This design comes from an exercise in tuning for small area and a short achievable clock period on the open sky130 flow, not from production work.

==> inputs of yarrow <==
==> flow/design.v (excerpt) <==
module pattern_driver_top (
  input  logic                            user_clock2_i,
  input  logic                            reset_i,
  input  logic                            sclk_i,
  input  logic                            mosi_i,
  input  logic                            ss_n_i,
  input  logic                            control_trigger_i,
  input  logic                            latch_data_i,
  output logic [2*8-1:0]    driver_io_o,
  output logic                            update_cycle_complete_o
);
Settings: LEC_CHECK=0, CAP_MARGIN=20, CORE_MARGIN=2, CORE_UTILIZATION=55, CTS_BUF_LIST=sky130_fd_sc_hd__clkbuf_16, CTS_CLUSTER_DIAMETER=100, CTS_CLUSTER_SIZE=25, PLACE_DENSITY=0.7, SETUP_SLACK_MARGIN=3.1, SLEW_MARGIN=20, TNS_END_PERCENT=5; clock period 5.0 ns.
run.sh (not shown) runs the stock make flow with config.mk's settings and CLKGATE_MAP_FILE= SYNTH_SCRIPT=/design/flow/synth_recipe.tcl, a recipe that flattens the netlist after the stock synthesis.
==> pepper: changes against yarrow <==
--- a/flow/design.v
+++ b/flow/design.v
@@ -103,144 +103,135 @@
   input  logic                              reset_i,
   input  logic                              frame_valid_i,
   input  logic [24-1:0]         frame_data_i,
   input  logic                              latch_rise_i,
   output logic [8-1:0]        mem_we_o,
-  output logic [48-1:0]         row_o,
+  output pattern_driver_pkg::mem_addr_t     mem_waddr_o,
   output pattern_driver_pkg::entry_t        mem_wdata_o,
   output logic [8-1:0]        invert_mask_o,
   output logic                              enable_next_o
 );
   localparam int NUM_DRV = 8;
   pattern_driver_pkg::cmd_e        cmd;
   pattern_driver_pkg::driver_idx_t idx;
   pattern_driver_pkg::mem_addr_t   addr;
   logic [NUM_DRV-1:0]              we_d;
+  logic [NUM_DRV-1:0]              mem_we_q;
   logic [NUM_DRV-1:0]              staged_mask_q;
   logic [NUM_DRV-1:0]              live_mask_q;
   logic                            enable_q;
   logic                            enable_d;
+  pattern_driver_pkg::mem_addr_t   waddr_q;
+  pattern_driver_pkg::entry_t      wdata_q;
   assign cmd  = pattern_driver_pkg::cmd_e'(frame_data_i[23:22]);
   assign idx  = frame_data_i[21:19];
   assign addr = frame_data_i[18:13];
-  logic [NUM_DRV-1:0] wcore_q;   
-  logic [7:0]         wlo_q;     
-  logic [5:0]         whi_q;     
-  logic               fire;
-  always_ff @(posedge user_clock2_i) begin
-    for (int i = 0; i < NUM_DRV; i++)
-      wcore_q[i] <= (cmd == pattern_driver_pkg::CMD_WRITE) && (idx == i);
-    for (int i = 0; i < 8; i++) wlo_q[i] <= (addr[2:0] == i);
-    for (int i = 0; i < 6; i++) whi_q[i] <= (addr[5:3] == i);
-  end
-  assign fire = frame_valid_i && !reset_i;
   always_comb begin
-    for (int i = 0; i < NUM_DRV; i++) we_d[i] = fire && wcore_q[i];
-    for (int k = 0; k < 48; k++) row_o[k] = whi_q[k/8] && wlo_q[k%8];
+    we_d = '0;
+    if (frame_valid_i && cmd == pattern_driver_pkg::CMD_WRITE &&
+        addr < 48) begin
+      for (int i = 0; i < NUM_DRV; i++) we_d[i] = (idx == i);
+    end
   end
   always_comb begin
     enable_d = enable_q;
     if (reset_i) enable_d = 1'b0;
     else if (frame_valid_i && cmd == pattern_driver_pkg::CMD_ENABLE) enable_d = frame_data_i[0];
   end
   always_ff @(posedge user_clock2_i) begin
     enable_q <= enable_d;
     if (reset_i) begin
+      mem_we_q      <= '0;
       staged_mask_q <= '0;
       live_mask_q   <= '0;
     end else begin
+      mem_we_q <= we_d;
       if (frame_valid_i && cmd == pattern_driver_pkg::CMD_INVERT) begin
         staged_mask_q <= frame_data_i[NUM_DRV-1:0];
       end
       if (latch_rise_i) begin
         live_mask_q <= staged_mask_q;
       end
     end
   end
-  assign mem_we_o      = we_d;
-  assign mem_wdata_o   = frame_data_i[1:0];
+  always_ff @(posedge user_clock2_i) begin
+    if (frame_valid_i) begin
+      waddr_q <= addr;
+      wdata_q <= frame_data_i[1:0];
+    end
+  end
+  assign mem_we_o      = mem_we_q;
+  assign mem_waddr_o   = waddr_q;
+  assign mem_wdata_o   = wdata_q;
   assign invert_mask_o = live_mask_q;
   assign enable_next_o = enable_d;
 endmodule
 `timescale 1ns/1ps
 module update_sequencer (
   input  logic                          user_clock2_i,
   input  logic                          reset_i,
   input  logic                          trigger_rise_i,
   output logic                          rd_en_o,
-  output logic [7:0]                    rd_lo_o,
-  output logic [5:0]                    rd_hi_o,
+  output pattern_driver_pkg::mem_addr_t rd_addr_o,
   output logic                          update_cycle_complete_o
 );
-  logic       busy_q;
-  logic [7:0] lo_q;
-  logic [5:0] hi_q;
-  logic       last_q;       
-  logic       complete_q;
-  logic       busy_d;
-  assign busy_d = !reset_i && (busy_q ? !last_q : trigger_rise_i);
-  always_ff @(posedge user_clock2_i) begin
-    busy_q     <= busy_d;
-    complete_q <= !reset_i && last_q;
-    if (busy_d) begin
-      lo_q   <= {lo_q[6:0], lo_q[7]};
-      if (lo_q[7]) hi_q <= {hi_q[4:0], 1'b0};
-      last_q <= lo_q[7] && hi_q[5];
+  localparam pattern_driver_pkg::mem_addr_t LAST_ADDR = 48 - 1;
+  logic                          busy_q;
+  pattern_driver_pkg::mem_addr_t addr_q;
+  logic                          complete_q;
+  logic                          last_step;
+  logic                          start;
+  assign last_step = busy_q && (addr_q == LAST_ADDR);
+  assign start     = !busy_q && trigger_rise_i;
+  always_ff @(posedge user_clock2_i) begin
+    if (reset_i) begin
+      busy_q     <= 1'b0;
+      complete_q <= 1'b0;
     end else begin
-      lo_q   <= 8'd1;
-      hi_q   <= 6'd1;
-      last_q <= 1'b0;
+      complete_q <= last_step;
+      if (start) busy_q <= 1'b1;
+      else if (last_step) busy_q <= 1'b0;
     end
   end
+  always_ff @(posedge user_clock2_i) begin
+    if (start) addr_q <= '0;
+    else addr_q <= addr_q + 1'b1;
+  end
   assign rd_en_o                 = busy_q;
-  assign rd_lo_o                 = lo_q;
-  assign rd_hi_o                 = hi_q;
+  assign rd_addr_o               = addr_q;
   assign update_cycle_complete_o = complete_q;
 endmodule
 `timescale 1ns/1ps
 module driver_core #(
   parameter int MEM_LENGTH = 48
 ) (
   input  logic                          user_clock2_i,
   input  logic                          reset_i,
   input  logic                          we_i,
-  input  logic [MEM_LENGTH-1:0]         row_i,
+  input  pattern_driver_pkg::mem_addr_t waddr_i,
   input  pattern_driver_pkg::entry_t    wdata_i,
   input  logic                          rd_en_i,
-  input  logic [7:0]                    rd_lo_i,
-  input  logic [5:0]                    rd_hi_i,
+  input  pattern_driver_pkg::mem_addr_t rd_addr_i,
   input  logic                          invert_i,
   input  logic                          enable_next_i,
   output pattern_driver_pkg::entry_t    driver_io_o
 );
   pattern_driver_pkg::entry_t mem [MEM_LENGTH];
-  pattern_driver_pkg::entry_t rd_lo;
-  pattern_driver_pkg::entry_t rd_hi;
-  pattern_driver_pkg::entry_t rd_lo_q;
-  pattern_driver_pkg::entry_t rd_hi_q;
   pattern_driver_pkg::entry_t out_q;
   pattern_driver_pkg::entry_t out_d;
   pattern_driver_pkg::entry_t pin_q;
-  for (genvar k = 0; k < MEM_LENGTH; k++) begin : gen_entry
-    always_ff @(posedge user_clock2_i) begin
-      if (we_i && row_i[k]) mem[k] <= wdata_i;
+  always_ff @(posedge user_clock2_i) begin
+    if (we_i) begin
+      mem[waddr_i] <= wdata_i;
     end
   end
   always_comb begin
-    rd_lo = '0;
-    rd_hi = '0;
-    for (int k = 0; k < MEM_LENGTH/2; k++) rd_lo |= mem[k] & {2{rd_hi_i[k/8] && rd_lo_i[k%8]}};
-    for (int k = MEM_LENGTH/2; k < MEM_LENGTH; k++) rd_hi |= mem[k] & {2{rd_hi_i[k/8] && rd_lo_i[k%8]}};
-  end
-  always_comb begin
     if (reset_i) out_d = '0;
-    else if (rd_en_i) out_d = (rd_lo_q | rd_hi_q) ^ {2{invert_i}};
+    else if (rd_en_i) out_d = mem[rd_addr_i] ^ {2{invert_i}};
     else out_d = out_q;
   end
   always_ff @(posedge user_clock2_i) begin
-    rd_lo_q <= rd_lo;
-    rd_hi_q <= rd_hi;
     out_q <= out_d;
     pin_q <= enable_next_i ? out_d : '0;
   end
   assign driver_io_o = pin_q;
 endmodule
@@ -264,17 +255,16 @@
   logic                          trigger_rise;
   logic                          latch_rise;
   logic                          frame_valid;
   logic [24-1:0]     frame_data;
   logic [8-1:0]    mem_we;
-  logic [MEM_LENGTH-1:0]         wrow;
+  pattern_driver_pkg::mem_addr_t mem_waddr;
   pattern_driver_pkg::entry_t    mem_wdata;
   logic [8-1:0]    invert_mask;
   logic                          enable_next;
   logic                          rd_en;
-  logic [7:0]                    rd_lo;
-  logic [5:0]                    rd_hi;
+  pattern_driver_pkg::mem_addr_t rd_addr;
   pin_sync pin_sync_i (
     .user_clock2_i     (user_clock2_i),
     .reset_i           (reset_i),
     .sclk_i            (sclk_i),
     .mosi_i            (mosi_i),
@@ -303,36 +293,34 @@
     .reset_i         (reset_i),
     .frame_valid_i   (frame_valid),
     .frame_data_i    (frame_data),
     .latch_rise_i    (latch_rise),
     .mem_we_o        (mem_we),
-    .row_o           (wrow),
+    .mem_waddr_o     (mem_waddr),
     .mem_wdata_o     (mem_wdata),
     .invert_mask_o   (invert_mask),
     .enable_next_o   (enable_next)
   );
   update_sequencer update_sequencer_i (
     .user_clock2_i           (user_clock2_i),
     .reset_i                 (reset_i),
     .trigger_rise_i          (trigger_rise),
     .rd_en_o                 (rd_en),
-    .rd_lo_o                 (rd_lo),
-    .rd_hi_o                 (rd_hi),
+    .rd_addr_o               (rd_addr),
     .update_cycle_complete_o (update_cycle_complete_o)
   );
   for (genvar n = 0; n < 8; n++) begin : gen_core
     driver_core #(
       .MEM_LENGTH (MEM_LENGTH)
     ) core_i (
       .user_clock2_i (user_clock2_i),
       .reset_i       (reset_i),
       .we_i          (mem_we[n]),
-      .row_i         (wrow),
+      .waddr_i       (mem_waddr),
       .wdata_i       (mem_wdata),
       .rd_en_i       (rd_en),
-      .rd_lo_i       (rd_lo),
-      .rd_hi_i       (rd_hi),
+      .rd_addr_i     (rd_addr),
       .invert_i      (invert_mask[n]),
       .enable_next_i (enable_next),
       .driver_io_o   (driver_io_o[2*n +: 2])
     );
   end
- CORE_UTILIZATION: 55 -> 30
- CTS_BUF_LIST: sky130_fd_sc_hd__clkbuf_16 -> default
- CTS_CLUSTER_DIAMETER: 100 -> default
- CTS_CLUSTER_SIZE: 25 -> default
- PLACE_DENSITY: 0.7 -> default
- SETUP_SLACK_MARGIN: 3.1 -> default
- TNS_END_PERCENT: 5 -> default
==> indigo: changes against yarrow <==
--- a/flow/design.v
+++ b/flow/design.v
@@ -103,144 +103,135 @@
   input  logic                              reset_i,
   input  logic                              frame_valid_i,
   input  logic [24-1:0]         frame_data_i,
   input  logic                              latch_rise_i,
   output logic [8-1:0]        mem_we_o,
-  output logic [48-1:0]         row_o,
+  output pattern_driver_pkg::mem_addr_t     mem_waddr_o,
   output pattern_driver_pkg::entry_t        mem_wdata_o,
   output logic [8-1:0]        invert_mask_o,
   output logic                              enable_next_o
 );
   localparam int NUM_DRV = 8;
   pattern_driver_pkg::cmd_e        cmd;
   pattern_driver_pkg::driver_idx_t idx;
   pattern_driver_pkg::mem_addr_t   addr;
   logic [NUM_DRV-1:0]              we_d;
+  logic [NUM_DRV-1:0]              mem_we_q;
   logic [NUM_DRV-1:0]              staged_mask_q;
   logic [NUM_DRV-1:0]              live_mask_q;
   logic                            enable_q;
   logic                            enable_d;
+  pattern_driver_pkg::mem_addr_t   waddr_q;
+  pattern_driver_pkg::entry_t      wdata_q;
   assign cmd  = pattern_driver_pkg::cmd_e'(frame_data_i[23:22]);
   assign idx  = frame_data_i[21:19];
   assign addr = frame_data_i[18:13];
-  logic [NUM_DRV-1:0] wcore_q;   
-  logic [7:0]         wlo_q;     
-  logic [5:0]         whi_q;     
-  logic               fire;
-  always_ff @(posedge user_clock2_i) begin
-    for (int i = 0; i < NUM_DRV; i++)
-      wcore_q[i] <= (cmd == pattern_driver_pkg::CMD_WRITE) && (idx == i);
-    for (int i = 0; i < 8; i++) wlo_q[i] <= (addr[2:0] == i);
-    for (int i = 0; i < 6; i++) whi_q[i] <= (addr[5:3] == i);
-  end
-  assign fire = frame_valid_i && !reset_i;
   always_comb begin
-    for (int i = 0; i < NUM_DRV; i++) we_d[i] = fire && wcore_q[i];
-    for (int k = 0; k < 48; k++) row_o[k] = whi_q[k/8] && wlo_q[k%8];
+    we_d = '0;
+    if (frame_valid_i && cmd == pattern_driver_pkg::CMD_WRITE &&
+        addr < 48) begin
+      for (int i = 0; i < NUM_DRV; i++) we_d[i] = (idx == i);
+    end
   end
   always_comb begin
     enable_d = enable_q;
     if (reset_i) enable_d = 1'b0;
     else if (frame_valid_i && cmd == pattern_driver_pkg::CMD_ENABLE) enable_d = frame_data_i[0];
   end
   always_ff @(posedge user_clock2_i) begin
     enable_q <= enable_d;
     if (reset_i) begin
+      mem_we_q      <= '0;
       staged_mask_q <= '0;
       live_mask_q   <= '0;
     end else begin
+      mem_we_q <= we_d;
       if (frame_valid_i && cmd == pattern_driver_pkg::CMD_INVERT) begin
         staged_mask_q <= frame_data_i[NUM_DRV-1:0];
       end
       if (latch_rise_i) begin
         live_mask_q <= staged_mask_q;
       end
     end
   end
-  assign mem_we_o      = we_d;
-  assign mem_wdata_o   = frame_data_i[1:0];
+  always_ff @(posedge user_clock2_i) begin
+    if (frame_valid_i) begin
+      waddr_q <= addr;
+      wdata_q <= frame_data_i[1:0];
+    end
+  end
+  assign mem_we_o      = mem_we_q;
+  assign mem_waddr_o   = waddr_q;
+  assign mem_wdata_o   = wdata_q;
   assign invert_mask_o = live_mask_q;
   assign enable_next_o = enable_d;
 endmodule
 `timescale 1ns/1ps
 module update_sequencer (
   input  logic                          user_clock2_i,
   input  logic                          reset_i,
   input  logic                          trigger_rise_i,
   output logic                          rd_en_o,
-  output logic [7:0]                    rd_lo_o,
-  output logic [5:0]                    rd_hi_o,
+  output pattern_driver_pkg::mem_addr_t rd_addr_o,
   output logic                          update_cycle_complete_o
 );
-  logic       busy_q;
-  logic [7:0] lo_q;
-  logic [5:0] hi_q;
-  logic       last_q;       
-  logic       complete_q;
-  logic       busy_d;
-  assign busy_d = !reset_i && (busy_q ? !last_q : trigger_rise_i);
-  always_ff @(posedge user_clock2_i) begin
-    busy_q     <= busy_d;
-    complete_q <= !reset_i && last_q;
-    if (busy_d) begin
-      lo_q   <= {lo_q[6:0], lo_q[7]};
-      if (lo_q[7]) hi_q <= {hi_q[4:0], 1'b0};
-      last_q <= lo_q[7] && hi_q[5];
+  localparam pattern_driver_pkg::mem_addr_t LAST_ADDR = 48 - 1;
+  logic                          busy_q;
+  pattern_driver_pkg::mem_addr_t addr_q;
+  logic                          complete_q;
+  logic                          last_step;
+  logic                          start;
+  assign last_step = busy_q && (addr_q == LAST_ADDR);
+  assign start     = !busy_q && trigger_rise_i;
+  always_ff @(posedge user_clock2_i) begin
+    if (reset_i) begin
+      busy_q     <= 1'b0;
+      complete_q <= 1'b0;
     end else begin
-      lo_q   <= 8'd1;
-      hi_q   <= 6'd1;
-      last_q <= 1'b0;
+      complete_q <= last_step;
+      if (start) busy_q <= 1'b1;
+      else if (last_step) busy_q <= 1'b0;
     end
   end
+  always_ff @(posedge user_clock2_i) begin
+    if (start) addr_q <= '0;
+    else addr_q <= addr_q + 1'b1;
+  end
   assign rd_en_o                 = busy_q;
-  assign rd_lo_o                 = lo_q;
-  assign rd_hi_o                 = hi_q;
+  assign rd_addr_o               = addr_q;
   assign update_cycle_complete_o = complete_q;
 endmodule
 `timescale 1ns/1ps
 module driver_core #(
   parameter int MEM_LENGTH = 48
 ) (
   input  logic                          user_clock2_i,
   input  logic                          reset_i,
   input  logic                          we_i,
-  input  logic [MEM_LENGTH-1:0]         row_i,
+  input  pattern_driver_pkg::mem_addr_t waddr_i,
   input  pattern_driver_pkg::entry_t    wdata_i,
   input  logic                          rd_en_i,
-  input  logic [7:0]                    rd_lo_i,
-  input  logic [5:0]                    rd_hi_i,
+  input  pattern_driver_pkg::mem_addr_t rd_addr_i,
   input  logic                          invert_i,
   input  logic                          enable_next_i,
   output pattern_driver_pkg::entry_t    driver_io_o
 );
   pattern_driver_pkg::entry_t mem [MEM_LENGTH];
-  pattern_driver_pkg::entry_t rd_lo;
-  pattern_driver_pkg::entry_t rd_hi;
-  pattern_driver_pkg::entry_t rd_lo_q;
-  pattern_driver_pkg::entry_t rd_hi_q;
   pattern_driver_pkg::entry_t out_q;
   pattern_driver_pkg::entry_t out_d;
   pattern_driver_pkg::entry_t pin_q;
-  for (genvar k = 0; k < MEM_LENGTH; k++) begin : gen_entry
-    always_ff @(posedge user_clock2_i) begin
-      if (we_i && row_i[k]) mem[k] <= wdata_i;
+  always_ff @(posedge user_clock2_i) begin
+    if (we_i) begin
+      mem[waddr_i] <= wdata_i;
     end
   end
   always_comb begin
-    rd_lo = '0;
-    rd_hi = '0;
-    for (int k = 0; k < MEM_LENGTH/2; k++) rd_lo |= mem[k] & {2{rd_hi_i[k/8] && rd_lo_i[k%8]}};
-    for (int k = MEM_LENGTH/2; k < MEM_LENGTH; k++) rd_hi |= mem[k] & {2{rd_hi_i[k/8] && rd_lo_i[k%8]}};
-  end
-  always_comb begin
     if (reset_i) out_d = '0;
-    else if (rd_en_i) out_d = (rd_lo_q | rd_hi_q) ^ {2{invert_i}};
+    else if (rd_en_i) out_d = mem[rd_addr_i] ^ {2{invert_i}};
     else out_d = out_q;
   end
   always_ff @(posedge user_clock2_i) begin
-    rd_lo_q <= rd_lo;
-    rd_hi_q <= rd_hi;
     out_q <= out_d;
     pin_q <= enable_next_i ? out_d : '0;
   end
   assign driver_io_o = pin_q;
 endmodule
@@ -264,17 +255,16 @@
   logic                          trigger_rise;
   logic                          latch_rise;
   logic                          frame_valid;
   logic [24-1:0]     frame_data;
   logic [8-1:0]    mem_we;
-  logic [MEM_LENGTH-1:0]         wrow;
+  pattern_driver_pkg::mem_addr_t mem_waddr;
   pattern_driver_pkg::entry_t    mem_wdata;
   logic [8-1:0]    invert_mask;
   logic                          enable_next;
   logic                          rd_en;
-  logic [7:0]                    rd_lo;
-  logic [5:0]                    rd_hi;
+  pattern_driver_pkg::mem_addr_t rd_addr;
   pin_sync pin_sync_i (
     .user_clock2_i     (user_clock2_i),
     .reset_i           (reset_i),
     .sclk_i            (sclk_i),
     .mosi_i            (mosi_i),
@@ -303,36 +293,34 @@
     .reset_i         (reset_i),
     .frame_valid_i   (frame_valid),
     .frame_data_i    (frame_data),
     .latch_rise_i    (latch_rise),
     .mem_we_o        (mem_we),
-    .row_o           (wrow),
+    .mem_waddr_o     (mem_waddr),
     .mem_wdata_o     (mem_wdata),
     .invert_mask_o   (invert_mask),
     .enable_next_o   (enable_next)
   );
   update_sequencer update_sequencer_i (
     .user_clock2_i           (user_clock2_i),
     .reset_i                 (reset_i),
     .trigger_rise_i          (trigger_rise),
     .rd_en_o                 (rd_en),
-    .rd_lo_o                 (rd_lo),
-    .rd_hi_o                 (rd_hi),
+    .rd_addr_o               (rd_addr),
     .update_cycle_complete_o (update_cycle_complete_o)
   );
   for (genvar n = 0; n < 8; n++) begin : gen_core
     driver_core #(
       .MEM_LENGTH (MEM_LENGTH)
     ) core_i (
       .user_clock2_i (user_clock2_i),
       .reset_i       (reset_i),
       .we_i          (mem_we[n]),
-      .row_i         (wrow),
+      .waddr_i       (mem_waddr),
       .wdata_i       (mem_wdata),
       .rd_en_i       (rd_en),
-      .rd_lo_i       (rd_lo),
-      .rd_hi_i       (rd_hi),
+      .rd_addr_i     (rd_addr),
       .invert_i      (invert_mask[n]),
       .enable_next_i (enable_next),
       .driver_io_o   (driver_io_o[2*n +: 2])
     );
   end
- CTS_BUF_LIST: sky130_fd_sc_hd__clkbuf_16 -> default
- CTS_CLUSTER_DIAMETER: 100 -> default
- CTS_CLUSTER_SIZE: 25 -> default
- SETUP_SLACK_MARGIN: 3.1 -> default
- TNS_END_PERCENT: 5 -> default
==> results.toml <==
[placed_design]
gp_congestion = 0.837
dp_cells = 3737

[detailed_routing]
top_layer = "met5"
drt_pass1_iterations = 6

[setup_path]
startpoint = "update_sequencer_i.addr_q[0]"
critPathArrivalTime_ns = 3.94
timing.reg2reg.setup_slack_ns = 1.59

[outcome]
status = "complete, no violations"

[logic_synthesis]
synth_sequential_area_ratio = 0.703
synth-seq-cells = 880

[layout]
final.fill_count = 11400
nClkBuffers = 115

[grt]
vias_in_the_first_global_route = 20000
grt_pass1_wl_mm = 135

[clock_tree]
cts-resized-gates = 0
(the above is from pepper)
==> results.toml <==
[placed_design]
gp_congestion = 0.832
dp_cells = 2985

[layout]
final.fill_count = 4728
nClkBuffers = 112

[outcome]
status = "complete, no violations"

[logic_synthesis]
synth_sequential_area_ratio = 0.703

[detailed_routing]
top_layer = "met4"
drt_pass1_iterations = 7

[grt]
vias_in_the_first_global_route = 19800
grt_pass1_wl_mm = 128
(the above is from indigo)
==> results.toml <==
[layout]
final_cells = 3176
final.fill_count = 4620
nClkBuffers = 45

[outcome]
status = "complete, no violations"

[grt]
vias_in_the_first_global_route = 20300

[setup_path]
startpoint = "update_sequencer_i.complete_q"
timing.reg2reg.setup_slack_ns = 2.95

[clock_tree]
cts-resized-gates = 83

[detailed_routing]
drt_pass1_iterations = 6
top_layer = "met4"

[logic_synthesis]
synth-seq-cells = 927
synth.lib_cells_used.distinct = 46
synth_sequential_area_ratio = 0.768

[placed_design]
gp_congestion = 0.831

[sta]
setup_slack_ns = 2.94
(the above is from yarrow)
Function was not checked in any run of this note: the RTL went through the layout flow alone.

-- port drivers added, routing unchanged --
The flow's constraints put no driver on any port. The routed layouts listed below were extracted and timed again, unchanged, in two steps. Step 1: set_driving_cell puts a clkbuf_16 on user_clock2_i and a buf_2 on each other input, an assumption about the parent block. Step 2 adds t to the input delays and takes it off the output delays; t is the mean of the earliest and latest rising clock arrival at the registers after step 1. Input paths then give back, and output paths get back, about the clock's delay inside the block. a / b / c = ideal ports / drivers / drivers and shift; a / b = the first two.
| run | t, ns | setup WS [ns] | latest minus earliest clock arrival (ns) | worst slew at a driven data input, ns |
|---|---|---|---|---|
| yarrow | 0.663 | 2.944 / 2.885 / 2.440 | 0.036 / 0.036 | 0.04 |
| pepper | 0.708 | 1.594 / 1.594 / 1.594 | 0.028 / 0.027 | 0.07 |
| indigo | 0.699 | 1.738 / 1.738 / 1.738 | 0.039 / 0.038 | 0.04 |
After both steps every run listed still meets setup and hold. For yarrow, which loses most, drivers alone change the setup slack by -0.059 ns; drivers and shift together by -0.504 ns.
